This design comes from an exercise in tuning for small area, a short achievable clock period and few clock cycles per item on the open sky130 flow, not from production work. At most, simulation tests tie the RTL to the original design; equivalence was not proved. Only the layout flow was run in runs 1 to 4; the RTL was not checked for function there. Power and IR drop assume default switching activity.

--- flow/design.v ---
package video_pipeline_pkg;
  typedef enum logic [2:0] {
    REQ_IDLE  = 3'b001,
    REQ_READ  = 3'b010,
    REQ_STORE = 3'b100
  } req_state_e;
  typedef enum logic [1:0] {
    RESP_IDLE,
    RESP_FETCH,
    RESP_EMIT
  } resp_state_e;
  function automatic integer chunknum_bits(input integer hactive_bits, input integer chunk_bits);
    chunknum_bits = hactive_bits - chunk_bits;
  endfunction
  function automatic integer request_bits(input integer vactive_bits, input integer hactive_bits, input integer chunk_bits);
    request_bits = vactive_bits + chunknum_bits(hactive_bits, chunk_bits);
  endfunction
endpackage
module SyncFifo #(
  parameter int WIDTH     = 8,
  parameter int ADDR_BITS = 6
) (
  input  logic             clk,
  input  logic             rst,
  input  logic             wr_en_i,
  input  logic [WIDTH-1:0] wr_data_i,
  input  logic             rd_en_i,
  output logic [WIDTH-1:0] head_o,
  output logic             empty_o,
  output logic             full_o
);
  localparam int KB = ADDR_BITS - 1;
  localparam int D  = 2**KB;
  logic [WIDTH-1:0]     mem_q [2][D];
  logic [WIDTH-1:0]     pre_q [2];
  logic [D-1:0]         hot_q;           
  logic [D-1:0]         sel [2];
  logic [ADDR_BITS-1:0] wr_ptr_q;
  logic                 rd_lo_q;         
  logic [ADDR_BITS:0]   cnt_q, rcnt_q;
  logic                 wr_d1_q, empty_q, full_q;
  assign sel[1]  = hot_q;
  assign sel[0]  = rd_lo_q ? {hot_q[D-2:0], hot_q[D-1]} : hot_q;
  assign head_o  = pre_q[rd_lo_q];
  assign empty_o = empty_q;
  assign full_o  = full_q;
  always_ff @(posedge clk)
    if (wr_en_i) mem_q[wr_ptr_q[0]][wr_ptr_q[ADDR_BITS-1:1]] <= wr_data_i;
  always_ff @(posedge clk)
    for (int l = 0; l < 2; l++) begin
      logic [WIDTH-1:0] v;
      v = '0;
      for (int j = 0; j < D; j++) v = v | (mem_q[l][j] & {WIDTH{sel[l][j]}});
      pre_q[l] <= v;
    end
  always_ff @(posedge clk)
    if (rst) begin
      wr_ptr_q <= '0;
      rd_lo_q  <= 1'b0;
      hot_q    <= D'(1);
      cnt_q    <= '0;
      rcnt_q   <= '0;
      wr_d1_q  <= 1'b0;
      empty_q  <= 1'b1;
      full_q   <= 1'b0;
    end else begin
      wr_d1_q <= wr_en_i;
      if (wr_en_i) wr_ptr_q <= wr_ptr_q + ADDR_BITS'(1);
      if (rd_en_i) begin
        rd_lo_q <= !rd_lo_q;
        if (rd_lo_q) hot_q <= {hot_q[D-2:0], hot_q[D-1]};
      end
      case ({wr_en_i, rd_en_i})
        2'b10: begin
          cnt_q  <= cnt_q + (ADDR_BITS+1)'(1);
          full_q <= cnt_q == (ADDR_BITS+1)'(2**ADDR_BITS-1);
        end
        2'b01: begin
          cnt_q  <= cnt_q - (ADDR_BITS+1)'(1);
          full_q <= 1'b0;
        end
        default: ;
      endcase
      case ({wr_d1_q, rd_en_i})
        2'b10: begin
          rcnt_q  <= rcnt_q + (ADDR_BITS+1)'(1);
          empty_q <= 1'b0;
        end
        2'b01: begin
          rcnt_q  <= rcnt_q - (ADDR_BITS+1)'(1);
          empty_q <= rcnt_q == (ADDR_BITS+1)'(1);
        end
        default: ;
      endcase
    end
endmodule
module video_pad_crop_filter #(
  parameter int CHUNK_BITS         = 5,
  parameter int HACTIVE_BITS       = 11,
  parameter int VACTIVE_BITS       = 11,
  parameter int BITS_PER_PIXEL     = 16,
  parameter int REQ_FIFO_ADDR_BITS = HACTIVE_BITS - CHUNK_BITS,
  parameter int PIX_FIFO_ADDR_BITS = CHUNK_BITS + 1
) (
  input  logic                                        scalerClock,
  input  logic                                        reset,
  input  logic                                        bypass,
  input  logic [VACTIVE_BITS-1:0]                     padTopRows,
  input  logic [HACTIVE_BITS-CHUNK_BITS-1:0]          padLeftChunks,
  input  logic [VACTIVE_BITS-1:0]                     sourceRows,
  input  logic [HACTIVE_BITS-CHUNK_BITS-1:0]          sourceChunks,
  input  logic [BITS_PER_PIXEL-1:0]                   padColor,
  output logic                                        downstreamRequestFifoReadEnable,
  input  logic                                        downstreamRequestFifoEmpty,
  input  logic [VACTIVE_BITS+HACTIVE_BITS-CHUNK_BITS-1:0] downstreamRequestFifoReadData,
  output logic                                        downstreamResponseFifoWriteEnable,
  input  logic                                        downstreamResponseFifoFull,
  output logic [BITS_PER_PIXEL-1:0]                   downstreamResponseFifoWriteData,
  input  logic                                        upstreamRequestFifoReadEnable,
  output logic                                        upstreamRequestFifoEmpty,
  output logic [VACTIVE_BITS+HACTIVE_BITS-CHUNK_BITS-1:0] upstreamRequestFifoReadData,
  input  logic                                        upstreamResponseFifoWriteEnable,
  output logic                                        upstreamResponseFifoFull,
  input  logic [BITS_PER_PIXEL-1:0]                   upstreamResponseFifoWriteData
);
  localparam int CNB = HACTIVE_BITS - CHUNK_BITS;
  localparam int RB  = VACTIVE_BITS + CNB;
  localparam int QA  = REQ_FIFO_ADDR_BITS;
  localparam int BPP = BITS_PER_PIXEL;
  localparam int QN  = 2**QA;
  logic                    rd_q, vld_q, cmp_q, st_q, busy_q, br_q, bc_q, win_q;
  logic [RB-1:0]           xl_q;
  logic [VACTIVE_BITS-1:0] in_row;
  logic [CNB-1:0]          in_chunk;
  logic [VACTIVE_BITS:0]   d_row;
  logic [CNB:0]            d_chunk;
  logic                    up_push, fl_push;
  logic                    u_full, f_full_q;
  assign {in_row, in_chunk} = downstreamRequestFifoReadData;
  assign d_row   = {1'b0, in_row} - {1'b0, padTopRows};
  assign d_chunk = {1'b0, in_chunk} - {1'b0, padLeftChunks};
  assign up_push = st_q && win_q;
  assign fl_push = st_q;
  assign downstreamRequestFifoReadEnable = rd_q;
  always_ff @(posedge scalerClock)
    if (reset) begin
      rd_q   <= 1'b0;
      vld_q  <= 1'b0;
      cmp_q  <= 1'b0;
      st_q   <= 1'b0;
      busy_q <= 1'b0;
    end else begin
      rd_q   <= !busy_q && !downstreamRequestFifoEmpty && !u_full && !f_full_q;
      vld_q  <= rd_q;
      cmp_q  <= vld_q;
      st_q   <= cmp_q;
      busy_q <= busy_q ? !st_q : !downstreamRequestFifoEmpty && !u_full && !f_full_q;
    end
  always_ff @(posedge scalerClock) begin
    if (vld_q) begin
      xl_q <= bypass ? downstreamRequestFifoReadData : {d_row[VACTIVE_BITS-1:0], d_chunk[CNB-1:0]};
      br_q <= d_row[VACTIVE_BITS];
      bc_q <= d_chunk[CNB];
    end
    if (cmp_q)
      win_q <= bypass || (!br_q && !bc_q &&
                          xl_q[RB-1:CNB] < sourceRows && xl_q[CNB-1:0] < sourceChunks);
  end
  logic          u_pop, u_empty;
  logic [RB-1:0] u_head, u_rd_q;
  assign u_pop = upstreamRequestFifoReadEnable && !u_empty;
  assign upstreamRequestFifoEmpty    = u_empty;
  assign upstreamRequestFifoReadData = u_rd_q;
  SyncFifo #(.WIDTH(RB), .ADDR_BITS(QA)) u_up_req (
    .clk(scalerClock), .rst(reset),
    .wr_en_i(up_push), .wr_data_i(xl_q),
    .rd_en_i(u_pop), .head_o(u_head),
    .empty_o(u_empty), .full_o(u_full)
  );
  always_ff @(posedge scalerClock)
    if (u_pop) u_rd_q <= u_head;
  logic [QN-1:0] fmem;
  logic [QA-1:0] f_wp, f_rp;
  logic [QA:0]   f_cnt;
  logic          f_pop, f_empty_q, f_head_q, f_rdy_q;
  always_ff @(posedge scalerClock) begin
    if (fl_push) fmem[f_wp] <= win_q;
    f_head_q <= fmem[f_rp];
  end
  always_ff @(posedge scalerClock)
    if (reset) begin
      f_wp      <= '0;
      f_rp      <= '0;
      f_cnt     <= '0;
      f_empty_q <= 1'b1;
      f_full_q  <= 1'b0;
      f_rdy_q   <= 1'b0;
    end else begin
      if (fl_push) f_wp <= f_wp + QA'(1);
      if (f_pop)   f_rp <= f_rp + QA'(1);
      f_rdy_q <= !f_empty_q && !f_pop;
      case ({fl_push, f_pop})
        2'b10: begin
          f_cnt     <= f_cnt + (QA+1)'(1);
          f_empty_q <= 1'b0;
          f_full_q  <= f_cnt == (QA+1)'(QN-1);
        end
        2'b01: begin
          f_cnt     <= f_cnt - (QA+1)'(1);
          f_empty_q <= f_cnt == (QA+1)'(1);
          f_full_q  <= 1'b0;
        end
        default: ;
      endcase
    end
  logic           p_push, p_pop, p_empty, p_full;
  logic [BPP-1:0] p_head;
  assign p_push = upstreamResponseFifoWriteEnable && !p_full;
  assign upstreamResponseFifoFull = p_full || reset;
  SyncFifo #(.WIDTH(BPP), .ADDR_BITS(PIX_FIFO_ADDR_BITS)) u_pix (
    .clk(scalerClock), .rst(reset),
    .wr_en_i(p_push), .wr_data_i(upstreamResponseFifoWriteData),
    .rd_en_i(p_pop), .head_o(p_head),
    .empty_o(p_empty), .full_o(p_full)
  );
  logic                  cur_v, cur_pad, i31_q, can, issue, nxt;
  logic [CHUNK_BITS-1:0] idx;
  logic                  we_q;
  logic [BPP-1:0]        wd_q;
  assign can   = cur_v && (cur_pad || !p_empty);
  assign issue = can && !downstreamResponseFifoFull;
  assign nxt   = !cur_v || (issue && i31_q);
  assign f_pop = nxt && f_rdy_q;
  assign p_pop = issue && !cur_pad;
  assign downstreamResponseFifoWriteEnable = we_q;
  assign downstreamResponseFifoWriteData   = wd_q;
  always_ff @(posedge scalerClock)
    if (reset) begin
      cur_v   <= 1'b0;
      cur_pad <= 1'b0;
      idx     <= '0;
      i31_q   <= 1'b0;
      we_q    <= 1'b0;
      wd_q    <= '0;
    end else begin
      if (nxt) begin
        cur_v   <= f_rdy_q;
        cur_pad <= !f_head_q;
      end
      if (issue) begin
        idx   <= idx + CHUNK_BITS'(1);
        i31_q <= idx == CHUNK_BITS'(2**CHUNK_BITS-2);
      end
      we_q <= issue;
      wd_q <= !issue ? '0 : cur_pad ? padColor : p_head;
    end
endmodule
--- flow/run.sh ---
#!/bin/bash
# synth_recipe.tcl (not shown) runs the flow's synth.tcl, then flattens the netlist and writes it again
# the make line also repeats each setting of config.mk as NAME=value (left out here)
make -C /OpenROAD-flow-scripts/flow DESIGN_CONFIG=/design/flow/config.mk WORK_HOME=/design/flow/orfs CLKGATE_MAP_FILE= SYNTH_SCRIPT=/design/flow/synth_recipe.tcl finish
--- flow/config.mk ---
export PLATFORM = sky130hd
export DESIGN_NAME = video_pad_crop_filter
export DESIGN_NICKNAME = video_pad_crop_filter
export VERILOG_FILES = /design/flow/design.v
export SDC_FILE = /design/flow/constraint.sdc
export NUM_CORES = 4
export LEC_CHECK = 0
export CAP_MARGIN = 20
export CORE_MARGIN = 2
export CORE_UTILIZATION = 40
export SETUP_SLACK_MARGIN = 2.7
export SLEW_MARGIN = 20
--- flow/constraint.sdc ---
create_clock -name core_clock -period 5.0 [get_ports {scalerClock}]
set_input_delay 1.0000 -clock core_clock [delete_from_list [all_inputs] [get_ports {scalerClock}]]
set_output_delay 1.0000 -clock core_clock [all_outputs]
set_load 0.01 [all_outputs]
==> flow_metrics.env, run 1 <==
export IMPL_switchingPower_uw=8893
export IMPL_busiest_layer="met2"
export IMPL_seq_area_frac_synth_pct=77.92
export IMPL_fmax_mhz=372.9
export IMPL_synth_area_leaders="edfxtp_1 (73%), a22oi_1 (6.6%), dfxtp_1 (5.1%), nor2_1 (1.7%), a221oi_1 (1.4%)"
export IMPL_finalClockSkew_ns=0.1048
export IMPL_io_pin_count=127
export IMPL_cp_slowest_cell="or2_4"
export IMPL_placementRows=175
export IMPL_hold_buffers=0
export IMPL_final_common_cell="edfxtp_1"
export IMPL_ys_warn_count=7
export IMPL_wl_um=310700
export IMPL_dp_hpwl_um=163600
export IMPL_slowest_delay_ns=0.34
export IMPL_final_max_slew_viol_count=0
export IMPL_area_growth_pct=26.00
export IMPL_htreeDepth=4
export IMPL_fin_crit_ns=2.682
export IMPL_grt_pass1_vias=55370
export IMPL_drtIter0Drc=9844
export IMPL_ys_seq_elements=2444
export IMPL_synth_area_leader_cell="edfxtp_1"
export IMPL_clk_latency_ns=0.91
export IMPL_start_util_pct=40.17
export IMPL_worstPathArrival_ns=1.68
export IMPL_setup_viol=0
export IMPL_cts_made_buffers=240
export IMPL_ir_drop_v=0.0004029
export IMPL_use_met2_pct=39.19
export IMPL_p_sw_share_pct=21.00
export IMPL_final_hold_violation_count=0
export IMPL_grt_ovfl_total=0
export IMPL_worst_pin_slew_ns=1.016
export IMPL_gp_congestion=0.8602
export IMPL_grt_pass1_wl_um=426400
export IMPL_cts_sinks=2444
export IMPL_pwr_share_comb_pct=3.0
export IMPL_worstPathRequired_ns=4.00
export IMPL_cp_max_fo=24
export IMPL_die_y_um=481.5
export IMPL_routed_via_density=6.243
export IMPL_worst_setup_path_start_kind="input pin"
export IMPL_ys_types=57
export IMPL_grt_start_max_net_pins=69
export IMPL_drc_errors=0
export IMPL_intPower_uw=33440
export IMPL_min_period_over_period_pct=53.63
export IMPL_drt_pass1_iter_count=6
export IMPL_p_per_area_nw_per_um2=368.4
export IMPL_path_clk_slew_ns=0.06
export IMPL_drtAntennaViolNets=0
export IMPL_synth_area_um2=91210
export IMPL_power_leakage_uw=0.03742
export IMPL_worstPathCellList="buf_6 > or2_4 > buf_6"
export IMPL_dieWidth_um=481.5
export IMPL_hold_class="flop to flop"
export IMPL_drv_cap=0
export IMPL_gr_usage_all_layers_pct=25.92
export IMPL_power_frac_clock_pct=44.2
export IMPL_synth_nets=5662
export IMPL_die_area_um2=231900
export IMPL_synth_edf_count=2213
export IMPL_cts_tree="built"
export IMPL_ys_flop_type="edfxtp_1"
export IMPL_grt_setup_unrepaired="yes"
export IMPL_path_class="input pin to primary output"
export IMPL_p_seq_share_pct=52.8
export IMPL_antenna_found_initial=16
export IMPL_final_cell_mix="edfxtp_1 (2,213), a22oi_1 (710), buf_4 (385)"
export IMPL_nets=6413
export IMPL_vias=59170
export IMPL_met1_usage_pct=35.74
export IMPL_met3_usage_pct=6.556
export IMPL_tns_ns=0
export IMPL_clk_path_buf_depth=3
export IMPL_drive_gt1_share_pct=27.16
export IMPL_io_buffers=126
export IMPL_power_uw=42340
export IMPL_post_drt_wl_per_cell_um=32.78
export IMPL_synth_top_area_share_pct=72.85
export IMPL_slew_headroom_pct=32.29
export IMPL_crit_path_frequent_cell="buf_6"
export IMPL_core_um2=227100
export IMPL_ys_async_sr_fraction_pct=0
export IMPL_avgSynthCellArea_um2=16.58
export IMPL_status="no timing/DRC/antenna violations"
export IMPL_worst_setup_path_end_kind="primary output"
export IMPL_syn_inst=5502
export IMPL_cts_root_buf="clkbuf_16"
[state kept, by name, summed over array words and instances, names as in the netlist, 7 cells and up]
signal / count
u_up_req.mem_q: 1088
u_up_req.pre_q: 34
u_up_req.hot_q: 32
f_cnt: 7
u_pix.rcnt_q: 7
u_pix.pre_q: 32
u_pix.cnt_q: 7
u_up_req.cnt_q: 7
u_pix.hot_q: 32
wd_q: 16
u_up_req.rcnt_q: 7
fmem: 64
u_pix.mem_q: 1024
xl_q: 17
u_rd_q: 17
[synthesized netlist by cell type (all sizes together), types with 4 or more instances]
master and instances:
nand2b 11, nand3 179, nor2b 21, nor3 81, nand4b 7, nor4 8
inv 67, o31ai 6, edfxtp 2213, and2 6, a21o 7, nand4 135
a21oi 73, nand2 98, xor2 37, a311o 4, a22o 137, mux2i 22
nor2 403, buf 102, ha 66, a22oi 798, mux2 99, mux4 16
a211oi 8, fa 4, dfxtp 231, o21a 13, a221oi 165, o21ai 136
or4 63, clkbuf 206, xnor2 24, or3 12, nor3b 7, nand3b 6
[power groups by stage]
stage / combinational (uW) / sequential, uW / clock, uW
after global placement: 1040 / 22800 / 0
after floorplan: 453 / 22800 / 0
after global routing: 1310 / 22400 / 19700
final: 1260 / 22400 / 18700
after detailed placement: 1050 / 22800 / 0
after CTS: 1190 / 22400 / 18800
[layout make-up]
cell class	count	area (um2)
multi-input combinational	2700	22280
timing repair inverter	3	41.29
sequential	2444	71160
timing repair buffer	795	9128
tap	3009	3765
clock inverter	135	1712
fill	18080	112100
inverter	69	330.3
antenna	6	15.01
clock buffer	316	6504
[worst paths after layout]
kind	start	end	slack (ns)	depth (start not counted)
worst max-delay path	reset	upstreamResponseFifoFull	2.32	3
worst min-delay path	f_head_q	cur_pad	0.36	1
worst max register to register	u_pix.rd_lo_q	u_pix.pre_q[0][3]	2.32	9
worst min register to register	f_head_q	cur_pad	0.36	1
[through the flow]
step / hold slack [ns] / std cells / util [%] / setup slack, ns / cell area [um2]
detailed placement: 0.4248 / 8428 / 42.74 / 0.7530 / 97040
finish: 0.3606 / 9477 / 50.62 / 2.319 / 114900
global placement: 0.4230 / 8428 / 42.74 / 0.7565 / 97040
global route: 0.3813 / 9472 / 50.61 / 2.302 / 114900
floorplan: 0.3898 / 5502 / - / 1.713 / 92820
CTS: 0.3718 / 9374 / 49.76 / 2.283 / 113000
[metal layers]
metal	part of all wire [%]	vias to the layer above
met3	13	791
met5	0.018	-
li1	-	23910
met1	38	30060
met4	5.0	8
met2	45	4407
[critical path: cells and delay by family]
| kind | cells | cell delay [ns] |
|---|---|---|
| buffers and inverters | 2 | 0.31 |
| and+or+nand+nor | 1 | 0.34 |
[kinds of logic after synthesis]
logic type,synth area share [%]
AOI/OAI and AO/OA,11.21
xor gates and xnor gates,0.5857
adders and majority gates,0.9931
buffers and inverters,1.690
DFF,77.92
muxes,2.007
and+or+nand+nor,5.594
[what timing repair did]
action / 4_1_cts / 5_1_grt
cloned: 30 / 4
resized for setup: 564 / 185
pin swaps: 260 / 127
setup buffers: 465 / 93
setup endpoints to repair: 2280 / 501
==> inputs of run 2 (changes only) <==
--- a/flow/config.mk
+++ b/flow/config.mk
@@ -9,4 +9,3 @@
 export CORE_MARGIN = 2
 export CORE_UTILIZATION = 40
-export SETUP_SLACK_MARGIN = 2.7
 export SLEW_MARGIN = 20
==> run 2 against run 1 <==
Cell area down 8.6%. Clock skew is 0.0066 ns lower. Worst setup slack worse by 0.94 ns. Global-route usage is 2.1 points lower. Total power is 1.1% lower. Flip-flop and latch count is the same. Die area stayed put. Fmax fell by 26%. Clock power barely moved.
==> flow_metrics.env, run 2 <==
export IMPL_avgSynthCellArea_um2=16.58
export IMPL_synth_commonest_cells="edfxtp_1 (2,213), a22oi_1 (798), nor2_1 (403), dfxtp_1 (231), clkbuf_1 (206)"
export IMPL_synth_area_leaders="edfxtp_1 (73%), a22oi_1 (6.6%), dfxtp_1 (5.1%), nor2_1 (1.7%), a221oi_1 (1.4%)"
export IMPL_r2r_end="u_pix.cnt_q[6]"
export IMPL_largest_reg_flops=1088
export IMPL_htreeDepth=4
export IMPL_grt_pass1_wl_um=395000
export IMPL_clk_latency_ns=0.90
export IMPL_synth_edf_count=2213
export IMPL_die_area_um2=231900
export IMPL_hold_class="input pin to flop"
export IMPL_min_period_over_period_pct=72.51
export IMPL_cts_sinks=2444
export IMPL_status="no timing/DRC/antenna violations"
export IMPL_synth_top_area_share_pct=72.85
export IMPL_drtAntennaViolNets=0
export IMPL_hold_buffers=0
export IMPL_seq_area_frac_synth_pct=77.92
export IMPL_r2r_setup_slack_ns=1.51
export IMPL_worstPathArrival_ns=4.35
export IMPL_cts_root_buf="clkbuf_16"
export IMPL_synth_area_um2=91210
export IMPL_gp_congestion=0.8873
export IMPL_ys_warn_count=7
export IMPL_ir_drop_v=0.0004313
export IMPL_cts_made_buffers=236
export IMPL_p_seq_share_pct=53.4
export IMPL_cts_tree="built"
export IMPL_grt_start_max_net_pins=70
export IMPL_pwr_share_comb_pct=2.5
export IMPL_worst_pin_slew_ns=1.150
export IMPL_cts_resized=0
export IMPL_grt_ovfl_total=0
export IMPL_antenna_found_initial=25
export IMPL_grt_pass1_vias=52620
export IMPL_area_growth_pct=15.13
export IMPL_path_class="input pin to flop"
export IMPL_final_hold_violation_count=0
export IMPL_fmax_mhz=275.8
export IMPL_cp_max_fo=8
export IMPL_hold_path_end="u_pix.mem_q[6][10]"
export IMPL_drt_pass1_iter_count=6
export IMPL_crit_path_start="downstreamResponseFifoFull"
export IMPL_post_cts_buffers=0
export IMPL_drc_errors=0
export IMPL_drv_cap=0
export IMPL_synth_area_leader_cell="edfxtp_1"
export IMPL_reg2reg_from="cur_pad"
export IMPL_vias=55080
export IMPL_tns_ns=0
export IMPL_nets=5938
export IMPL_power_frac_clock_pct=44.1
export IMPL_dp_hpwl_um=164800
export IMPL_start_util_pct=40.17
export IMPL_slew_headroom_pct=23.23
export IMPL_core_um2=227100
export IMPL_reg2reg_depth=15
export IMPL_p_per_area_nw_per_um2=398.6
export IMPL_clk_path_buf_depth=3
export IMPL_final_cell_mix="edfxtp_1 (2,213), a22oi_1 (798), nor2_1 (294)"
export IMPL_placementRows=175
export IMPL_worstPathRequired_ns=5.72
export IMPL_finalClockSkew_ns=0.09821
export IMPL_switchingPower_uw=8744
export IMPL_die_y_um=481.5
export IMPL_grt_setup_unrepaired="no"
export IMPL_gr_usage_all_layers_pct=23.83
export IMPL_routed_via_density=6.117
export IMPL_fin_crit_ns=3.626
export IMPL_wl_um=282200
export IMPL_final_max_slew_viol_count=0
export IMPL_dieWidth_um=481.5
export IMPL_intPower_uw=33110
export IMPL_drive_gt1_share_pct=14.34
export IMPL_whs_ns=0.3995
export IMPL_io_buffers=126
export IMPL_ys_types=57
export IMPL_worst_setup_path_start_kind="input pin"
export IMPL_setup_viol=0
export IMPL_worst_setup_path_end_kind="flop"
export IMPL_hold_depth=1
export IMPL_ys_seq_elements=2444
export IMPL_io_pin_count=127
export IMPL_drtIter0Drc=8749
export IMPL_syn_inst=5502
export IMPL_synth_nets=5662
export IMPL_p_sw_share_pct=20.89
export IMPL_min_delay_start="upstreamResponseFifoWriteData[10]"
export IMPL_path_clk_slew_ns=0.06
export IMPL_power_leakage_uw=0.03329
export IMPL_final_common_cell="edfxtp_1"
export IMPL_ys_async_sr_fraction_pct=0
export IMPL_post_drt_wl_per_cell_um=31.34
export IMPL_synthMostInstantiatedCell="edfxtp_1"
export IMPL_ys_flop_type="edfxtp_1"
[run 2: cell counts after synthesis]
Identical to the previous run, type by type.
[run 2: stage by stage]
step / total power, uW / util, % / cells / worst slack, ns / cell area, um2
global placement: 23810 / 42.67 / 8548 / 0.4488 / 96880
finish: 41860 / 46.25 / 9005 / 1.374 / 105000
floorplan: 23210 / - / 5502 / 0.9626 / 91220
global route: 42840 / 46.24 / 9000 / 1.320 / 105000
CTS: 41990 / 46.24 / 8998 / 1.458 / 105000
detailed placement: 23820 / 42.67 / 8548 / 0.5490 / 96880
[run 2: cells by family after synthesis]
group                    after synthesis  synth area share [%]
flip-flops                          2444                 77.92
AO/OA/AOI/OAI                       1365                 11.21
AND/OR/NAND/NOR                     1048                 5.594
buffers and inverters                377                 1.690
multiplexers                         137                 2.007
adder cells (fa/ha/maj)               70                0.9931
XOR/XNOR                              61                0.5857
[run 2: layer usage]
metal	GRT usage [%]	wire [um]	share of wire, %
met4	9.460	11940	4.2
met1	32.73	110200	39
met2	37.34	130300	46
met3	4.675	29800	11
met5	0	51	0.018
[run 2: worst max-delay path by stage]
| stage | cells after the start | slack (ns) | to |
|---|---|---|---|
| 2_1_floorplan | 9 | 0.96 | u_up_req.cnt_q[6] |
| 5_1_grt | 14 | 1.32 | u_pix.cnt_q[6] |
| 3_3_place_gp | 13 | 0.45 | u_pix.cnt_q[6] |
| 6_report | 14 | 1.37 | u_pix.cnt_q[6] |
| 3_5_place_dp | 12 | 0.55 | u_pix.cnt_q[6] |
| 4_1_cts | 12 | 1.46 | u_pix.cnt_q[6] |
[run 2: layout make-up]
class	count	area (um2)
clock buffers	297	6295
diodes	6	15.01
clock inverters	153	1812
fillers	19290	122000
inverters	69	259.0
flip-flops and latches	2444	71100
multi-input cells	2681	18940
repair buffers	346	2835
well taps	3009	3765
[run 2: worst max-delay path: stages]
cell	delay (ns)
clkdlybuf4s50_1	0.66
nor2_1	0.23
and2_1	0.17
nand2b_1	0.08
clkinv_1	0.18
ha_1	0.38
inv_1	0.18
fa_1	0.40
nor2b_1	0.17
o21ai_0	0.10
nand2_1	0.14
a21boi_0	0.10
a311o_1	0.28
mux2_2	0.27
[run 2: power by group through the flow]
stage / Sequential [uW] / Combinational (uW) / Clock, uW
floorplan: 22800 / 413 / 0
global placement: 22800 / 1010 / 0
detailed placement: 22800 / 1020 / 0
CTS: 22400 / 1030 / 18600
global route: 22400 / 1100 / 19400
finish: 22400 / 1040 / 18400
==> inputs of run 3 (changes only) <==
--- a/flow/design.v
+++ b/flow/design.v
@@ -32,17 +32,29 @@
   localparam int KB = ADDR_BITS - 1;
   localparam int D  = 2**KB;
+  localparam int CB = ADDR_BITS + 1;
   logic [WIDTH-1:0]     mem_q [2][D];
   logic [WIDTH-1:0]     pre_q [2];
-  logic [D-1:0]         hot_q;           
-  logic [D-1:0]         sel [2];
+  logic [D-1:0]         hot_q [2];       
   logic [ADDR_BITS-1:0] wr_ptr_q;
   logic                 rd_lo_q;         
-  logic [ADDR_BITS:0]   cnt_q, rcnt_q;
+  logic [CB-1:0]        cnt_q, rcnt_q, cnt_inc, cnt_dec, rcnt_inc, rcnt_dec;
   logic                 wr_d1_q, empty_q, full_q;
-  assign sel[1]  = hot_q;
-  assign sel[0]  = rd_lo_q ? {hot_q[D-2:0], hot_q[D-1]} : hot_q;
   assign head_o  = pre_q[rd_lo_q];
   assign empty_o = empty_q;
   assign full_o  = full_q;
+  always_comb begin
+    logic ci, cd, ri, rd;
+    ci = 1'b1; cd = 1'b1; ri = 1'b1; rd = 1'b1;
+    for (int i = 0; i < CB; i++) begin
+      cnt_inc[i]  = cnt_q[i] ^ ci;
+      cnt_dec[i]  = cnt_q[i] ^ cd;
+      rcnt_inc[i] = rcnt_q[i] ^ ri;
+      rcnt_dec[i] = rcnt_q[i] ^ rd;
+      ci = ci & cnt_q[i];
+      cd = cd & !cnt_q[i];
+      ri = ri & rcnt_q[i];
+      rd = rd & !rcnt_q[i];
+    end
+  end
   always_ff @(posedge clk)
     if (wr_en_i) mem_q[wr_ptr_q[0]][wr_ptr_q[ADDR_BITS-1:1]] <= wr_data_i;
@@ -51,5 +63,5 @@
       logic [WIDTH-1:0] v;
       v = '0;
-      for (int j = 0; j < D; j++) v = v | (mem_q[l][j] & {WIDTH{sel[l][j]}});
+      for (int j = 0; j < D; j++) v = v | (mem_q[l][j] & {WIDTH{hot_q[l][j]}});
       pre_q[l] <= v;
     end
@@ -58,5 +70,6 @@
       wr_ptr_q <= '0;
       rd_lo_q  <= 1'b0;
-      hot_q    <= D'(1);
+      hot_q[0] <= D'(1);
+      hot_q[1] <= D'(1);
       cnt_q    <= '0;
       rcnt_q   <= '0;
@@ -68,14 +81,14 @@
       if (wr_en_i) wr_ptr_q <= wr_ptr_q + ADDR_BITS'(1);
       if (rd_en_i) begin
-        rd_lo_q <= !rd_lo_q;
-        if (rd_lo_q) hot_q <= {hot_q[D-2:0], hot_q[D-1]};
+        rd_lo_q          <= !rd_lo_q;
+        hot_q[rd_lo_q]   <= {hot_q[rd_lo_q][D-2:0], hot_q[rd_lo_q][D-1]};
       end
       case ({wr_en_i, rd_en_i})
         2'b10: begin
-          cnt_q  <= cnt_q + (ADDR_BITS+1)'(1);
-          full_q <= cnt_q == (ADDR_BITS+1)'(2**ADDR_BITS-1);
+          cnt_q  <= cnt_inc;
+          full_q <= cnt_q == CB'(2**ADDR_BITS-1);
         end
         2'b01: begin
-          cnt_q  <= cnt_q - (ADDR_BITS+1)'(1);
+          cnt_q  <= cnt_dec;
           full_q <= 1'b0;
         end
@@ -84,10 +97,10 @@
       case ({wr_d1_q, rd_en_i})
         2'b10: begin
-          rcnt_q  <= rcnt_q + (ADDR_BITS+1)'(1);
+          rcnt_q  <= rcnt_inc;
           empty_q <= 1'b0;
         end
         2'b01: begin
-          rcnt_q  <= rcnt_q - (ADDR_BITS+1)'(1);
-          empty_q <= rcnt_q == (ADDR_BITS+1)'(1);
+          rcnt_q  <= rcnt_dec;
+          empty_q <= rcnt_q == CB'(1);
         end
         default: ;
@@ -184,4 +197,15 @@
   logic [QA:0]   f_cnt;
   logic          f_pop, f_empty_q, f_head_q, f_rdy_q;
+  logic [QA:0]   f_inc, f_dec;
+  always_comb begin
+    logic ci, cd;
+    ci = 1'b1; cd = 1'b1;
+    for (int i = 0; i <= QA; i++) begin
+      f_inc[i] = f_cnt[i] ^ ci;
+      f_dec[i] = f_cnt[i] ^ cd;
+      ci = ci & f_cnt[i];
+      cd = cd & !f_cnt[i];
+    end
+  end
   always_ff @(posedge scalerClock) begin
     if (fl_push) fmem[f_wp] <= win_q;
@@ -202,10 +226,10 @@
       case ({fl_push, f_pop})
         2'b10: begin
-          f_cnt     <= f_cnt + (QA+1)'(1);
+          f_cnt     <= f_inc;
           f_empty_q <= 1'b0;
           f_full_q  <= f_cnt == (QA+1)'(QN-1);
         end
         2'b01: begin
-          f_cnt     <= f_cnt - (QA+1)'(1);
+          f_cnt     <= f_dec;
           f_empty_q <= f_cnt == (QA+1)'(1);
           f_full_q  <= 1'b0;
--- a/flow/config.mk
+++ b/flow/config.mk
@@ -9,3 +9,4 @@
 export CORE_MARGIN = 2
 export CORE_UTILIZATION = 40
+export SETUP_SLACK_MARGIN = 2.7
 export SLEW_MARGIN = 20
==> run 3 against run 2 <==
Fmax rose by 33%. Final cell count rose by 2.7%. Routed wire length rose by 10%. Cell area rose by 6.6%. First-iteration DRC count rose by 8.3%. Largest power group unchanged. Core utilization rose by 2.5 points. Worst setup slack improved by 0.90 ns. Clock-buffer cell count rose by 67.
==> flow_metrics.env, run 3 <==
export IMPL_status="no timing/DRC/antenna violations"
export IMPL_drtIter0Drc=9474
export IMPL_synth_area_leader_cell="edfxtp_1"
export IMPL_gr_usage_all_layers_pct=25.77
export IMPL_clk_latency_ns=0.95
export IMPL_placed_area_um2=98650
export IMPL_cts_root_buf="clkbuf_16"
export IMPL_synthMostInstantiatedCell="edfxtp_1"
export IMPL_worstPathArrival_ns=1.72
export IMPL_hold_buffers=0
export IMPL_synth_edf_count=2341
export IMPL_worstPathRequired_ns=4.00
export IMPL_start_util_pct=40.23
export IMPL_ys_flop_type="edfxtp_1"
export IMPL_drtAntennaViolNets=0
export IMPL_p_per_area_nw_per_um2=392.3
export IMPL_gp_congestion=0.8936
export IMPL_core_um2=229900
export IMPL_drc_errors=0
export IMPL_setup_viol=0
export IMPL_dieWidth_um=484.9
export IMPL_path_clk_slew_ns=0.06
export IMPL_ir_drop_v=0.0003453
export IMPL_fin_crit_ns=2.721
export IMPL_avgSynthCellArea_um2=17.02
export IMPL_dp_hpwl_um=178500
export IMPL_die_area_um2=235100
export IMPL_worst_pin_slew_ns=1.166
export IMPL_grt_pass1_wl_um=427800
export IMPL_ys_seq_elements=2510
export IMPL_area_growth_pct=21.08
export IMPL_routed_via_density=6.223
export IMPL_cp_max_fo=3
export IMPL_worstPathCellList="or2_4 > buf_6"
export IMPL_worst_setup_path_start_kind="flop"
export IMPL_final_hold_violation_count=0
export IMPL_hold_class="flop to flop"
export IMPL_vias=57570
export IMPL_placementRows=176
export IMPL_cts_tree="built"
export IMPL_drive_gt1_share_pct=20.81
export IMPL_cts_made_buffers=278
export IMPL_fmax_mhz=367.5
export IMPL_slowest_delay_ns=0.36
export IMPL_grt_start_max_net_pins=80
export IMPL_drv_cap=0
export IMPL_fillerInstances=18940
export IMPL_instances_no_fill=9251
export IMPL_synth_area_leaders="edfxtp_1 (76%), a22oi_1 (8.6%), dfxtp_1 (3.7%), nand4_1 (1.9%), nor2_1 (1.6%)"
export IMPL_synth_nets=5575
export IMPL_io_pin_count=127
export IMPL_drt_pass1_iter_count=5
export IMPL_synth_top_area_share_pct=76.00
export IMPL_fin_ws_ns=2.279
export IMPL_cp_slowest_cell="dfxtp_4"
export IMPL_final_common_cell="edfxtp_1"
export IMPL_tns_ns=0
export IMPL_finalClockSkew_ns=0.09035
export IMPL_dp_cells=8400
export IMPL_largest_reg_flops=1088
export IMPL_grt_ovfl_total=0
export IMPL_antenna_found_initial=17
export IMPL_reg2reg_depth=11
export IMPL_wl_met1_um=117000
export IMPL_worst_setup_path_end_kind="primary output"
export IMPL_die_y_um=484.9
export IMPL_path_class="flop to primary output"
export IMPL_cts_sinks=2510
export IMPL_syn_inst=5436
export IMPL_post_route_util_pct=48.72
export IMPL_htreeDepth=5
export IMPL_post_place_ws_ns=0.8658
export IMPL_nets=6161
export IMPL_hold_depth=1
export IMPL_final_cell_mix="edfxtp_1 (2,341), a22oi_1 (1,055), buf_4 (386)"
export IMPL_grt_pass1_vias=55160
export IMPL_io_buffers=126
export IMPL_synth_area_um2=92500
export IMPL_seq_area_frac_synth_pct=79.66
export IMPL_grt_setup_unrepaired="yes"
export IMPL_ys_warn_count=5
export IMPL_power_leakage_uw=0.03551
export IMPL_top_layer_used="met5"
export IMPL_min_period_over_period_pct=54.43
export IMPL_wl_met2_um=140700
export IMPL_synth_commonest_cells="edfxtp_1 (2,341), a22oi_1 (1,062), nor2_1 (399), clkbuf_1 (294), nand4_1 (283)"
export IMPL_post_drt_wl_per_cell_um=33.62
export IMPL_ys_async_sr_fraction_pct=0
export IMPL_route_met3_wl_um=37570
export IMPL_final_area_um2=112000
export IMPL_wl_um=311000
export IMPL_slew_headroom_pct=22.25
export IMPL_clk_path_buf_depth=4
export IMPL_ys_types=72
export IMPL_final_max_slew_viol_count=0
[run 3: changes by cell type in the layout (fill, tap and decap cells not counted), sizes merged, moves of 128 or more]
cell,change
a221oi,-163
a22o,-137
a22oi,+264
buf,+354
edfxtp,+128
nand3,-163
nand4,+148
[run 3: per-layer routing]
metal	global-route usage, %	vias to the layer above
met5	0	-
met1	35.01	29570
li1	-	23220
met4	11.49	6
met3	6.100	723
met2	39.49	4052
[run 3: cells by family after synthesis]
| family | after synthesis | synth area share, % |
|---|---|---|
| mux | 137 | 1.759 |
| xor+xnor | 65 | 0.6236 |
| buf+inv | 406 | 1.707 |
| fa+ha+maj | 49 | 0.6791 |
| simple gates | 969 | 5.491 |
| flops | 2510 | 79.66 |
| compound gates | 1300 | 10.08 |
[run 3: area by class of cell]
class	count	area (um2)	area share [%]
inverter	50	231.5	0.2067
sequential	2510	73730	65.83
clock inverter	112	897.1	0.8010
clock buffer	364	7528	6.722
multi-input combinational	2520	18880	16.86
timing repair buffer	662	6928	6.186
tap	3026	3786	3.381
antenna	7	17.52	0.01564
[run 3: through the flow]
stage | hold WS (ns) | total power (uW)
floorplan | 0.3863 | 24110
global placement | 0.3975 | 24910
detailed placement | 0.4049 | 24940
CTS | 0.3193 | 44010
global route | 0.3521 | 44960
finish | 0.3652 | 43940
[run 3: worst paths after layout]
check                                  start                  endpoint  slack (ns)
worst max-delay path            u_pix.full_q  upstreamResponseFifoFull        2.28
worst min-delay path                f_head_q                   cur_pad        0.37
worst max register to register  u_pix.full_q            u_pix.cnt_q[6]        2.54
worst min register to register      f_head_q                   cur_pad        0.37
[run 3: worst max-delay path, delay by kind of cell, from the launching register on]
| family | cells | cell delay, ns |
|---|---|---|
| flops | 1 | 0.36 |
| buf+inv | 1 | 0.14 |
| simple gates | 1 | 0.30 |
[run 3: what timing repair did]
action	CTS	global route
resized for setup	268	69
setup buffers	300	67
endpoints found under the setup margin	2274	781
gates cloned	1	0
pin swaps	129	37
[run 3: power by group]
part | internal [uW] | switching (uW)
clock network | 11200 | 8070
logic | 475 | 1160
registers | 23000 | 77.2
total | 34600 | 9310
==> inputs of run 4 (changes only) <==
--- a/flow/config.mk
+++ b/flow/config.mk
@@ -9,4 +9,4 @@
 export CORE_MARGIN = 2
 export CORE_UTILIZATION = 40
-export SETUP_SLACK_MARGIN = 2.7
+export SETUP_SLACK_MARGIN = 2.5
 export SLEW_MARGIN = 20
==> run 4 against run 3 <==
Still clean on timing, DRC and antenna. Via count down 1.7%. Clock power barely moved. Clock skew decreased by 0.0095 ns. Core utilization is 1.1 points lower. Total power shrank 0.49%. Fmax down 0.15%. Sequential power hardly changed. Synthesized area stayed put. Global-route usage down 0.74 points. Cell area shrank 2.4%. Synthesized cell count unchanged. Critical path type unchanged. Critical endpoint unchanged. Largest cell class unchanged.
==> flow_metrics.env, run 4 <==
export IMPL_status="no timing/DRC/antenna violations"
export IMPL_area_growth_pct=18.23
export IMPL_cp_slowest_cell="dfxtp_4"
export IMPL_min_delay_start="f_empty_q"
export IMPL_vias=56590
export IMPL_cts_sinks=2510
export IMPL_dp_cells=8425
export IMPL_reg2reg_from="u_pix.hot_q[0][4]"
export IMPL_avgSynthCellArea_um2=17.02
export IMPL_grt_ovfl_total=0
export IMPL_routed_via_density=6.243
export IMPL_cts_root_buf="clkbuf_16"
export IMPL_setup_viol=0
export IMPL_gr_usage_all_layers_pct=25.03
export IMPL_dp_hpwl_um=175500
export IMPL_cp_num_cells=2
export IMPL_seq_area_frac_synth_pct=79.66
export IMPL_cp_num_buf_inv=1
export IMPL_power_uw=43720
export IMPL_ir_drop_v=0.0003338
export IMPL_synth_edf_count=2341
export IMPL_htreeDepth=5
export IMPL_finalClockSkew_ns=0.08084
export IMPL_post_drt_wl_per_cell_um=33.39
export IMPL_drtAntennaViolNets=0
export IMPL_whs_ns=0.3720
export IMPL_syn_inst=5436
export IMPL_synth_commonest_cells="edfxtp_1 (2,341), a22oi_1 (1,062), nor2_1 (399), clkbuf_1 (294), nand4_1 (283)"
export IMPL_drv_cap=0
export IMPL_placementRows=176
export IMPL_r2r_end="u_pix.pre_q[0][4]"
export IMPL_die_area_um2=235100
export IMPL_fmax_mhz=366.9
export IMPL_io_buffers=126
export IMPL_clk_path_buf_depth=4
export IMPL_r2r_setup_slack_ns=2.43
export IMPL_min_period_over_period_pct=54.51
export IMPL_grt_pass1_wl_um=416300
export IMPL_reg2reg_depth=3
export IMPL_power_leakage_uw=0.03421
export IMPL_antenna_found_initial=17
export IMPL_synth_top_area_share_pct=76.00
export IMPL_cts_made_buffers=276
export IMPL_grt_pass1_vias=53230
export IMPL_instances_no_fill=9064
export IMPL_synth_area_leaders="edfxtp_1 (76%), a22oi_1 (8.6%), dfxtp_1 (3.7%), nand4_1 (1.9%), nor2_1 (1.6%)"
export IMPL_io_pin_count=127
export IMPL_ys_types=72
export IMPL_hold_class="flop to flop"
export IMPL_drive_gt1_share_pct=17.50
export IMPL_synthMostInstantiatedCell="edfxtp_1"
export IMPL_final_cell_mix="edfxtp_1 (2,341), a22oi_1 (1,059), clkbuf_16 (285)"
export IMPL_critPathTopFamily="flip-flops"
export IMPL_synth_area_leader_cell="edfxtp_1"
export IMPL_drtIter0Drc=8436
export IMPL_hold_depth=1
export IMPL_worstPathArrival_ns=1.73
export IMPL_path_clk_slew_ns=0.06
export IMPL_grt_setup_unrepaired="yes"
export IMPL_worstPathRequired_ns=4.00
export IMPL_synth_nets=5575
export IMPL_dieWidth_um=484.9
export IMPL_worst_setup_path_start_kind="flop"
export IMPL_ys_warn_count=5
export IMPL_fin_crit_ns=2.725
export IMPL_fillerInstances=19150
export IMPL_cts_tree="built"
export IMPL_hold_path_end="f_rdy_q"
export IMPL_wl_um=302600
export IMPL_final_max_slew_viol_count=0
export IMPL_drt_pass1_iter_count=6
export IMPL_ys_async_sr_fraction_pct=0
export IMPL_synth_area_um2=92500
export IMPL_slew_headroom_pct=21.70
export IMPL_ys_seq_elements=2510
export IMPL_nets=5976
export IMPL_tns_ns=0
export IMPL_p_per_area_nw_per_um2=399.8
export IMPL_drc_errors=0
export IMPL_largest_reg_flops=1088
export IMPL_final_common_cell="edfxtp_1"
export IMPL_clk_latency_ns=0.92
export IMPL_start_util_pct=40.23
export IMPL_worst_pin_slew_ns=1.175
export IMPL_path_class="flop to primary output"
export IMPL_gp_congestion=0.8929
export IMPL_grt_start_max_net_pins=71
export IMPL_slowest_delay_ns=0.34
export IMPL_worstPathCellList="or2_4 > buf_6"
export IMPL_die_y_um=484.9
export IMPL_ys_flop_type="edfxtp_1"
export IMPL_final_hold_violation_count=0
export IMPL_worst_setup_path_end_kind="primary output"
export IMPL_cp_max_fo=2
export IMPL_core_um2=229900
[run 4: cell families (layout without fill, tap and decap cells)]
logic type               count (synthesis)  after routing  share of synthesized area (%)
multiplexers                           137            137                          1.759
adder cells (fa/ha/maj)                 49             49                         0.6791
buffers and inverters                  406            997                          1.707
other                                    0             11                              0
XOR/XNOR                                65             65                         0.6236
flip-flops                            2510           2510                          79.66
AO/OA/AOI/OAI                         1300           1300                          10.08
AND/OR/NAND/NOR                        969            969                          5.491
[run 4: metrics by stage]
stage | setup WS [ns] | utilization (%) | cell area, um2
2_1_floorplan | 2.037 | - | 93590
4_1_cts | 2.019 | 47.41 | 109000
5_1_grt | 2.244 | 47.56 | 109300
3_5_place_dp | 0.9302 | 42.92 | 98670
3_3_place_gp | 0.9346 | 42.91 | 98660
6_report | 2.275 | 47.57 | 109400
[run 4: area by class of cell]
class	instances	area, um2	area share, %
sequential	2510	73710	67.40
multi-input combinational	2520	18550	16.96
clock buffer	364	7518	6.875
timing repair buffer	479	4761	4.353
tap	3026	3786	3.462
clock inverter	104	800.8	0.7322
inverter	50	212.7	0.1945
antenna	11	27.53	0.02517
[run 4: metal layers]
metal | up-vias | GRT usage (%) | routed length [um]
met2 | 3919 | 38.87 | 139600
li1 | 22870 | - | -
met4 | 6 | 10.81 | 14070
met3 | 701 | 5.441 | 34620
met5 | - | 0 | 41
met1 | 29090 | 34.03 | 114300
[run 4: worst max-delay path by stage]
stage | from | endpoint
finish | u_pix.full_q | upstreamResponseFifoFull
global route | u_pix.full_q | upstreamResponseFifoFull
CTS | u_pix.full_q | upstreamResponseFifoFull
floorplan | upstreamRequestFifoReadEnable | u_up_req.hot_q[0][0]
global placement | downstreamResponseFifoFull | u_pix.hot_q[0][0]
detailed placement | downstreamResponseFifoFull | u_pix.hot_q[0][0]
[run 4: what timing repair did]
item | CTS | global route
setup endpoints to repair | 1763 | 351
buffers inserted | 139 | 21
hold buffers | 0 | 0
pin swaps | 79 | 17
resized for setup | 187 | 39
[run 4: power breakdown]
part           internal (uW)  switching [uW]
combinational            397            1080
sequential             23000             111
clock                  11100            8070
==> inputs of run 5 (changes only) <==
--- a/flow/design.v
+++ b/flow/design.v
@@ -23,4 +23,5 @@
   input  logic             clk,
   input  logic             rst,
+  input  logic             rst_now_i,
   input  logic             wr_en_i,
   input  logic [WIDTH-1:0] wr_data_i,
@@ -67,4 +68,20 @@
     end
   always_ff @(posedge clk)
+    if (rst || rst_now_i) begin
+      empty_q <= 1'b1;
+      full_q  <= 1'b0;
+    end else begin
+      case ({wr_en_i, rd_en_i})
+        2'b10:   full_q <= cnt_q == CB'(2**ADDR_BITS-1);
+        2'b01:   full_q <= 1'b0;
+        default: ;
+      endcase
+      case ({wr_d1_q, rd_en_i})
+        2'b10:   empty_q <= 1'b0;
+        2'b01:   empty_q <= rcnt_q == CB'(1);
+        default: ;
+      endcase
+    end
+  always_ff @(posedge clk)
     if (rst) begin
       wr_ptr_q <= '0;
@@ -75,6 +92,4 @@
       rcnt_q   <= '0;
       wr_d1_q  <= 1'b0;
-      empty_q  <= 1'b1;
-      full_q   <= 1'b0;
     end else begin
       wr_d1_q <= wr_en_i;
@@ -85,23 +100,11 @@
       end
       case ({wr_en_i, rd_en_i})
-        2'b10: begin
-          cnt_q  <= cnt_inc;
-          full_q <= cnt_q == CB'(2**ADDR_BITS-1);
-        end
-        2'b01: begin
-          cnt_q  <= cnt_dec;
-          full_q <= 1'b0;
-        end
+        2'b10:   cnt_q <= cnt_inc;
+        2'b01:   cnt_q <= cnt_dec;
         default: ;
       endcase
       case ({wr_d1_q, rd_en_i})
-        2'b10: begin
-          rcnt_q  <= rcnt_inc;
-          empty_q <= 1'b0;
-        end
-        2'b01: begin
-          rcnt_q  <= rcnt_dec;
-          empty_q <= rcnt_q == CB'(1);
-        end
+        2'b10:   rcnt_q <= rcnt_inc;
+        2'b01:   rcnt_q <= rcnt_dec;
         default: ;
       endcase
@@ -142,4 +145,6 @@
   localparam int BPP = BITS_PER_PIXEL;
   localparam int QN  = 2**QA;
+  logic rst_q;
+  always_ff @(posedge scalerClock) rst_q <= reset;
   logic                    rd_q, vld_q, cmp_q, st_q, busy_q, br_q, bc_q, win_q;
   logic [RB-1:0]           xl_q;
@@ -157,6 +162,8 @@
   assign downstreamRequestFifoReadEnable = rd_q;
   always_ff @(posedge scalerClock)
-    if (reset) begin
-      rd_q   <= 1'b0;
+    if (reset) rd_q <= 1'b0;
+    else       rd_q <= !rst_q && !busy_q && !downstreamRequestFifoEmpty && !u_full && !f_full_q;
+  always_ff @(posedge scalerClock)
+    if (rst_q) begin
       vld_q  <= 1'b0;
       cmp_q  <= 1'b0;
@@ -164,5 +171,4 @@
       busy_q <= 1'b0;
     end else begin
-      rd_q   <= !busy_q && !downstreamRequestFifoEmpty && !u_full && !f_full_q;
       vld_q  <= rd_q;
       cmp_q  <= vld_q;
@@ -186,11 +192,10 @@
   assign upstreamRequestFifoReadData = u_rd_q;
   SyncFifo #(.WIDTH(RB), .ADDR_BITS(QA)) u_up_req (
-    .clk(scalerClock), .rst(reset),
+    .clk(scalerClock), .rst(rst_q), .rst_now_i(reset),
     .wr_en_i(up_push), .wr_data_i(xl_q),
     .rd_en_i(u_pop), .head_o(u_head),
     .empty_o(u_empty), .full_o(u_full)
   );
-  always_ff @(posedge scalerClock)
-    if (u_pop) u_rd_q <= u_head;
+  always_ff @(posedge scalerClock) u_rd_q <= u_head;
   logic [QN-1:0] fmem;
   logic [QA-1:0] f_wp, f_rp;
@@ -213,5 +218,5 @@
   end
   always_ff @(posedge scalerClock)
-    if (reset) begin
+    if (rst_q) begin
       f_wp      <= '0;
       f_rp      <= '0;
@@ -243,5 +248,5 @@
   assign upstreamResponseFifoFull = p_full || reset;
   SyncFifo #(.WIDTH(BPP), .ADDR_BITS(PIX_FIFO_ADDR_BITS)) u_pix (
-    .clk(scalerClock), .rst(reset),
+    .clk(scalerClock), .rst(rst_q), .rst_now_i(reset),
     .wr_en_i(p_push), .wr_data_i(upstreamResponseFifoWriteData),
     .rd_en_i(p_pop), .head_o(p_head),
@@ -260,10 +265,12 @@
   assign downstreamResponseFifoWriteData   = wd_q;
   always_ff @(posedge scalerClock)
-    if (reset) begin
+    if (reset) we_q <= 1'b0;
+    else       we_q <= issue && !rst_q;
+  always_ff @(posedge scalerClock)
+    if (rst_q) begin
       cur_v   <= 1'b0;
       cur_pad <= 1'b0;
       idx     <= '0;
       i31_q   <= 1'b0;
-      we_q    <= 1'b0;
       wd_q    <= '0;
     end else begin
@@ -276,5 +283,4 @@
         i31_q <= idx == CHUNK_BITS'(2**CHUNK_BITS-2);
       end
-      we_q <= issue;
       wd_q <= !issue ? '0 : cur_pad ? padColor : p_head;
     end
==> run 5 against run 4 <==
Largest power group unchanged. Via count decreased by 0.25%. Still clean on timing, DRC and antenna. Core utilization increased by 0.22 points. Final cell count increased by 0.21%. Cell area increased by 0.46%. Clock skew decreased by 0.013 ns. Sequential power about the same. Sequential share of layout area decreased by 0.44 points.
==> flow_metrics.env, run 5 <==
export IMPL_grt_pass1_wl_um=412700
export IMPL_synth_edf_count=2324
export IMPL_cts_root_buf="clkbuf_16"
export IMPL_grt_ovfl_total=0
export IMPL_synth_area_leaders="edfxtp_1 (75%), a22oi_1 (6.4%), dfxtp_1 (4.0%), nor2_1 (1.6%), a221oi_1 (1.3%)"
export IMPL_drtAntennaViolNets=0
export IMPL_cp_slowest_cell="dfxtp_4"
export IMPL_antenna_found_initial=22
export IMPL_nets=5990
export IMPL_routed_via_density=6.214
export IMPL_die_y_um=484.9
export IMPL_synth_area_leader_cell="edfxtp_1"
export IMPL_post_drt_wl_per_cell_um=32.86
export IMPL_synth_area_um2=92490
export IMPL_synth_nets=5576
export IMPL_largest_reg_flops=1088
export IMPL_core_um2=229900
export IMPL_setup_viol=0
export IMPL_final_cell_mix="edfxtp_1 (2,324), a22oi_1 (792), clkbuf_16 (294)"
export IMPL_drv_cap=0
export IMPL_worst_setup_path_start_kind="flop"
export IMPL_io_pin_count=127
export IMPL_slowest_delay_ns=0.38
export IMPL_clk_latency_ns=0.94
export IMPL_ys_async_sr_fraction_pct=0
export IMPL_placementRows=176
export IMPL_worstPathCellList="or2_4 > buf_6"
export IMPL_reg2reg_depth=4
export IMPL_hold_depth=1
export IMPL_avgSynthCellArea_um2=17.01
export IMPL_worst_setup_path_end_kind="primary output"
export IMPL_grt_pass1_vias=53760
export IMPL_min_period_over_period_pct=53.45
export IMPL_ys_warn_count=5
export IMPL_finalClockSkew_ns=0.06823
export IMPL_synthMostInstantiatedCell="edfxtp_1"
export IMPL_whs_ns=0.4047
export IMPL_fmax_mhz=374.2
export IMPL_syn_inst=5437
export IMPL_cts_tree="built"
export IMPL_status="no timing/DRC/antenna violations"
export IMPL_dieWidth_um=484.9
export IMPL_p_per_area_nw_per_um2=401.0
export IMPL_dp_hpwl_um=173500
export IMPL_worstPathArrival_ns=1.67
export IMPL_hold_class="flop to flop"
export IMPL_area_growth_pct=18.79
export IMPL_final_max_slew_viol_count=0
export IMPL_final_common_cell="edfxtp_1"
export IMPL_wl_um=298500
export IMPL_hold_buffers=0
export IMPL_drtIter0Drc=8554
export IMPL_gp_congestion=0.8863
export IMPL_path_clk_slew_ns=0.06
export IMPL_die_area_um2=235100
export IMPL_drc_errors=0
export IMPL_path_class="flop to primary output"
export IMPL_drt_pass1_iter_count=10
export IMPL_synth_commonest_cells="edfxtp_1 (2,324), a22oi_1 (793), nor2_1 (401), clkbuf_1 (292), dfxtp_1 (187)"
export IMPL_ys_seq_elements=2511
export IMPL_tns_ns=0
export IMPL_cp_max_fo=2
export IMPL_htreeDepth=5
export IMPL_power_leakage_uw=0.03459
export IMPL_drive_gt1_share_pct=18.07
export IMPL_start_util_pct=40.23
export IMPL_final_hold_violation_count=0
export IMPL_gr_usage_all_layers_pct=24.66
export IMPL_slew_headroom_pct=26.36
export IMPL_fin_crit_ns=2.672
export IMPL_io_buffers=126
export IMPL_synth_top_area_share_pct=75.46
export IMPL_ys_flop_type="edfxtp_1"
export IMPL_grt_start_max_net_pins=72
export IMPL_worst_pin_slew_ns=1.105
export IMPL_vias=56450
export IMPL_cts_sinks=2511
export IMPL_cts_made_buffers=278
export IMPL_ys_types=71
export IMPL_worstPathRequired_ns=4.00
export IMPL_clk_path_buf_depth=4
export IMPL_ir_drop_v=0.0003628
export IMPL_seq_area_frac_synth_pct=79.50
export IMPL_grt_setup_unrepaired="yes"
-- run 5: cell types whose count changed after synthesis, sizes merged, moves of 18 or more --
cell    delta
a221oi   +130
a22o     +132
a22oi    -269
dfxtp     +18
nand3    +134
nand4    -132
-- run 5: logic make-up (layout without fill, tap and decap cells) --
kind of cell,count (synthesis),count (layout),share of synthesized area [%]
buffers and inverters,399,1011,1.673
adder cells (fa/ha/maj),49,49,0.6791
AO/OA/AOI/OAI,1291,1291,10.36
XOR/XNOR,65,65,0.6237
other,0,8,0
AND/OR/NAND/NOR,980,980,5.348
flip-flops,2511,2511,79.50
multiplexers,142,142,1.813
-- run 5: metal layers --
layer | up-vias | share of wire (%) | track usage, % | wire [um]
met5 | - | 0.012 | 0 | 36
met1 | 29150 | 38 | 33.60 | 114200
met4 | 6 | 4.0 | 8.850 | 11860
li1 | 22870 | - | - | -
met2 | 3824 | 46 | 38.78 | 138200
met3 | 597 | 11 | 5.664 | 34280
-- run 5: per-stage QoR --
step / instances / power, uW / util (%) / area [um2] / worst slack, ns
final: 9083 / 44050 / 47.79 / 109900 / 2.328
after global routing: 9077 / 45070 / 47.78 / 109800 / 2.294
after CTS: 9010 / 44160 / 47.40 / 109000 / 2.019
after detailed placement: 8428 / 24710 / 42.93 / 98690 / 1.034
after global placement: 8428 / 24700 / 42.93 / 98690 / 1.113
after floorplan: 5437 / 23960 / - / 93480 / 2.035
-- run 5: what timing repair did --
| action | CTS | global route |
|---|---|---|
| setup endpoints to repair | 2181 | 477 |
| gates resized for setup | 152 | 50 |
| pin swaps | 58 | 42 |
| buffers inserted | 103 | 65 |
| cloned | 1 | 0 |
-- run 5: worst max-delay path: cells and delay by family, from the launching register on --
kind	cells	cell delay, ns
AND/OR/NAND/NOR	1	0.25
buffers and inverters	1	0.12
flip-flops	1	0.38
-- run 5: worst paths after layout --
path	startpoint	end	slack (ns)
max	u_pix.full_q	upstreamResponseFifoFull	2.33
min	f_empty_q	f_rdy_q	0.40
max reg2reg	u_pix.hot_q[0][23]	u_pix.pre_q[0][13]	2.40
min reg2reg	f_empty_q	f_rdy_q	0.40
-- run 5: where the power goes --
group	internal, uW	switching [uW]	leakage, uW
logic	377	981	0.00774
clock network	11600	8080	0.00427
registers	22900	88.4	0.0226
-- run 5: layout make-up --
cell class	instances	area [um2]
fillers	19170	120000
repair buffers	485	4831
flip-flops and latches	2511	73560
well taps	3026	3786
clock inverters	105	867.1
repair inverters	1	7.507
inverters	47	187.7
multi-input cells	2527	18760
diodes	8	20.02
clock buffers	373	7834
Testbench counts of run 5, summed over its fixed seeds: cycles 37,032, pixels 36,864.
==> inputs of run 6 (changes only) <==
--- a/flow/config.mk
+++ b/flow/config.mk
@@ -9,4 +9,6 @@
 export CORE_MARGIN = 2
 export CORE_UTILIZATION = 40
+export CTS_CLUSTER_DIAMETER = 100
+export CTS_CLUSTER_SIZE = 30
 export SETUP_SLACK_MARGIN = 2.5
 export SLEW_MARGIN = 20
==> run 6 against run 5 <==
Die area stayed put. Clock-buffer cell count fell by 210. Final cell count fell by 2.9%. Routed wire length decreased by 1.6%. Non-clock buffer count is 31 higher. Core utilization down 2.2 points. Flip-flop and latch count is the same. First-iteration DRC count is 1.9% higher. Sequential share of layout area increased by 3.3 points. Synthesized cell count unchanged. Critical path type is now input pin to flop.
==> flow_metrics.env, run 6 <==
export IMPL_fillerInstances=19630
export IMPL_cp_max_fo=6
export IMPL_clk_path_buf_depth=3
export IMPL_status="no timing/DRC/antenna violations"
export IMPL_io_buffers=126
export IMPL_setup_viol=0
export IMPL_placementRows=176
export IMPL_tns_ns=0
export IMPL_p_per_area_nw_per_um2=330.2
export IMPL_vias=54990
export IMPL_antenna_found_initial=14
export IMPL_final_hold_violation_count=0
export IMPL_slew_headroom_pct=24.34
export IMPL_path_class="input pin to flop"
export IMPL_worst_setup_path_start_kind="input pin"
export IMPL_drc_errors=0
export IMPL_start_util_pct=40.23
export IMPL_dp_hpwl_um=173500
export IMPL_gp_congestion=0.8863
export IMPL_ys_seq_elements=2511
export IMPL_finalClockSkew_ns=0.05620
export IMPL_seq_area_frac_synth_pct=79.50
export IMPL_cts_made_buffers=97
export IMPL_area_growth_pct=13.29
export IMPL_reg2reg_from="u_pix.full_q"
export IMPL_nets=5840
export IMPL_drtAntennaViolNets=0
export IMPL_wl_um=293900
export IMPL_ys_flop_type="edfxtp_1"
export IMPL_min_period_over_period_pct=51.29
export IMPL_post_drt_wl_per_cell_um=33.31
export IMPL_fmax_mhz=389.9
export IMPL_syn_inst=5437
export IMPL_drt_pass1_iter_count=8
export IMPL_synth_nets=5576
export IMPL_final_cell_mix="edfxtp_1 (2,324), a22oi_1 (792), buf_4 (290)"
export IMPL_p_seq_share_pct=66.3
export IMPL_cts_tree="built"
export IMPL_power_leakage_uw=0.03206
export IMPL_intPower_uw=27110
export IMPL_crit_path_start="upstreamResponseFifoWriteEnable"
export IMPL_min_delay_start="reset"
export IMPL_reg2reg_depth=10
export IMPL_dieWidth_um=484.9
export IMPL_power_frac_clock_pct=29.7
export IMPL_routed_via_density=6.234
export IMPL_synth_area_um2=92490
export IMPL_ys_warn_count=5
export IMPL_power_uw=34600
export IMPL_synth_area_leaders="edfxtp_1 (75%), a22oi_1 (6.4%), dfxtp_1 (4.0%), nor2_1 (1.6%), a221oi_1 (1.3%)"
export IMPL_fin_crit_ns=2.565
export IMPL_cts_sinks=2511
export IMPL_gr_usage_all_layers_pct=24.19
export IMPL_r2r_end="u_pix.cnt_q[6]"
export IMPL_synthMostInstantiatedCell="edfxtp_1"
export IMPL_endpoint="u_pix.cnt_q[6]"
export IMPL_cts_root_buf="clkbuf_16"
export IMPL_grt_pass1_wl_um=405100
export IMPL_p_sw_share_pct=21.63
export IMPL_pwr_share_comb_pct=4.0
export IMPL_synth_commonest_cells="edfxtp_1 (2,324), a22oi_1 (793), nor2_1 (401), clkbuf_1 (292), dfxtp_1 (187)"
export IMPL_worst_pin_slew_ns=1.135
export IMPL_die_area_um2=235100
export IMPL_synth_top_area_share_pct=75.46
export IMPL_grt_start_max_net_pins=72
export IMPL_final_common_cell="edfxtp_1"
export IMPL_avgSynthCellArea_um2=17.01
export IMPL_drtIter0Drc=8715
export IMPL_switchingPower_uw=7484
export IMPL_final_max_slew_viol_count=0
export IMPL_ys_async_sr_fraction_pct=0
export IMPL_r2r_setup_slack_ns=2.46
export IMPL_drv_cap=0
export IMPL_ir_drop_v=0.0003957
export IMPL_grt_ovfl_total=0
export IMPL_grt_pass1_vias=51800
export IMPL_seq_area_um2=73560
export IMPL_synth_area_leader_cell="edfxtp_1"
export IMPL_htreeDepth=3
export IMPL_synth_edf_count=2324
export IMPL_die_y_um=484.9
export IMPL_multi_input_area_um2=18810
export IMPL_grt_setup_unrepaired="yes"
export IMPL_clk_latency_ns=0.82
export IMPL_largest_reg_flops=1088
export IMPL_worstPathArrival_ns=3.20
export IMPL_hold_class="input pin to flop"
export IMPL_path_clk_slew_ns=0.10
export IMPL_io_pin_count=127
export IMPL_drive_gt1_share_pct=14.61
export IMPL_ys_types=71
export IMPL_worstPathRequired_ns=5.63
export IMPL_core_um2=229900
export IMPL_worst_setup_path_end_kind="flop"
-- run 6: cell count changes in the layout (fill, tap and decap cells not counted), moves of 5 or more --
cell and delta:
buf_12 +23, clkinv_1 -32, clkbuf_8 -18, clkdlybuf4s15_2 -5, buf_2 -19, clkbuf_16 -195, clkinv_2 -41, buf_4 +10
clkdlybuf4s15_1 -9, clkinvlp_4 -6, dlygate4sd2_1 +32, bufinv_16 -13
-- run 6: critical path: stages --
cell	delay [ns]
dlygate4sd2_1	0.30
nor2b_4	0.19
inv_4	0.12
ha_4	0.16
or4b_4	0.46
or2_4	0.29
or3_1	0.33
a21oi_2	0.16
xnor2_1	0.14
nor2_1	0.05
-- run 6: metrics by stage --
stage / hold slack [ns] / cell area [um2] / utilization [%] / worst slack (ns) / cells
floorplan: 0.3897 / 93480 / - / 2.035 / 5437
global placement: 0.4174 / 98690 / 42.93 / 1.113 / 8428
detailed placement: 0.4260 / 98690 / 42.93 / 1.034 / 8428
CTS: 0.4102 / 103700 / 45.09 / 2.392 / 8732
global route: 0.3248 / 104800 / 45.57 / 2.385 / 8814
finish: 0.3359 / 104800 / 45.57 / 2.435 / 8822
-- run 6: worst min path at each step --
stage / endpoint / depth (start not counted) / slack (ns)
floorplan: cur_pad / 1 / 0.39
global placement: rd_q / 1 / 0.42
detailed placement: rd_q / 1 / 0.43
CTS: rst_q / 1 / 0.41
global route: rst_q / 1 / 0.32
finish: rst_q / 1 / 0.34
-- run 6: per-layer routing --
layer	GRT usage, %	vias to the layer above	wire, um
li1	-	22430	-
met1	33.66	28650	114400
met2	38.72	3457	137100
met5	0	-	27
met3	4.306	461	31370
met4	7.595	4	10960
-- run 6: logic make-up after synthesis --
group | share of synthesized area [%]
DFF | 79.50
muxes | 1.813
and+or+nand+nor | 5.348
buffers and inverters | 1.673
adders and majority gates | 0.6791
xor gates and xnor gates | 0.6237
AOI/OAI and AO/OA | 10.36
-- run 6: final cells by class --
| class | instances | share of cell area, % |
|---|---|---|
| inverters | 47 | 0.1791 |
| repair buffers | 516 | 5.158 |
| diodes | 11 | 0.02627 |
| flip-flops and latches | 2511 | 70.21 |
| clock inverters | 20 | 0.2615 |
| clock buffers | 163 | 2.594 |
| well taps | 3026 | 3.614 |
| multi-input cells | 2527 | 17.95 |
| repair inverters | 1 | 0.007165 |
-- run 6: timing repair --
| action | CTS | global route |
|---|---|---|
| gates cloned | 1 | 0 |
| endpoints found under the setup margin | 2267 | 592 |
| gates resized for setup | 88 | 52 |
| pin swaps | 72 | 48 |
| buffers inserted | 120 | 79 |
| hold buffers | 0 | 0 |
-- run 6: power by group through the flow --
stage / Clock [uW] / Sequential [uW] / Combinational (uW)
2_1_floorplan: 0 / 23400 / 585
3_3_place_gp: 0 / 23400 / 1260
3_5_place_dp: 0 / 23400 / 1280
4_1_cts: 10400 / 22900 / 1310
5_1_grt: 11000 / 22900 / 1420
6_report: 10300 / 22900 / 1370

[re-timing with driven ports]
The flow's constraints put no driver on any port. The routed layouts listed below were extracted and timed again, unchanged, in two steps. Step 1 (the two cells are an assumption about what drives the block):
set clk [get_ports {scalerClock}]
set_driving_cell -lib_cell sky130_fd_sc_hd__clkbuf_16 $clk
set_driving_cell -lib_cell sky130_fd_sc_hd__buf_2 [delete_from_list [all_inputs] $clk]
Step 2 adds t to the input delays and takes it off the output delays; t is the mean of the earliest and latest rising clock arrival at the registers after step 1. Input paths then give back, and output paths get back, about the clock's delay inside the block. Three values: ideal ports, drivers, drivers and shift; two values: the first two.
run | t, ns | setup WS [ns] | cell pins on the clock port's net
run 1 | 0.951 | 2.318 / 2.259 / 1.481 | 1
run 2 | 0.946 | 1.374 / 1.435 / 0.489 | 1
run 3 | 0.999 | 2.279 / 2.186 / 1.683 | 1
run 4 | 0.980 | 2.275 / 2.182 / 1.558 | 1
run 5 | 0.983 | 2.328 / 2.244 / 1.492 | 1
run 6 | 0.869 | 2.435 / 2.394 / 1.593 | 1
After both steps every run listed still meets setup and hold. For run 2, which loses most, drivers alone change the setup slack by +0.061 ns; drivers and shift together by -0.885 ns.
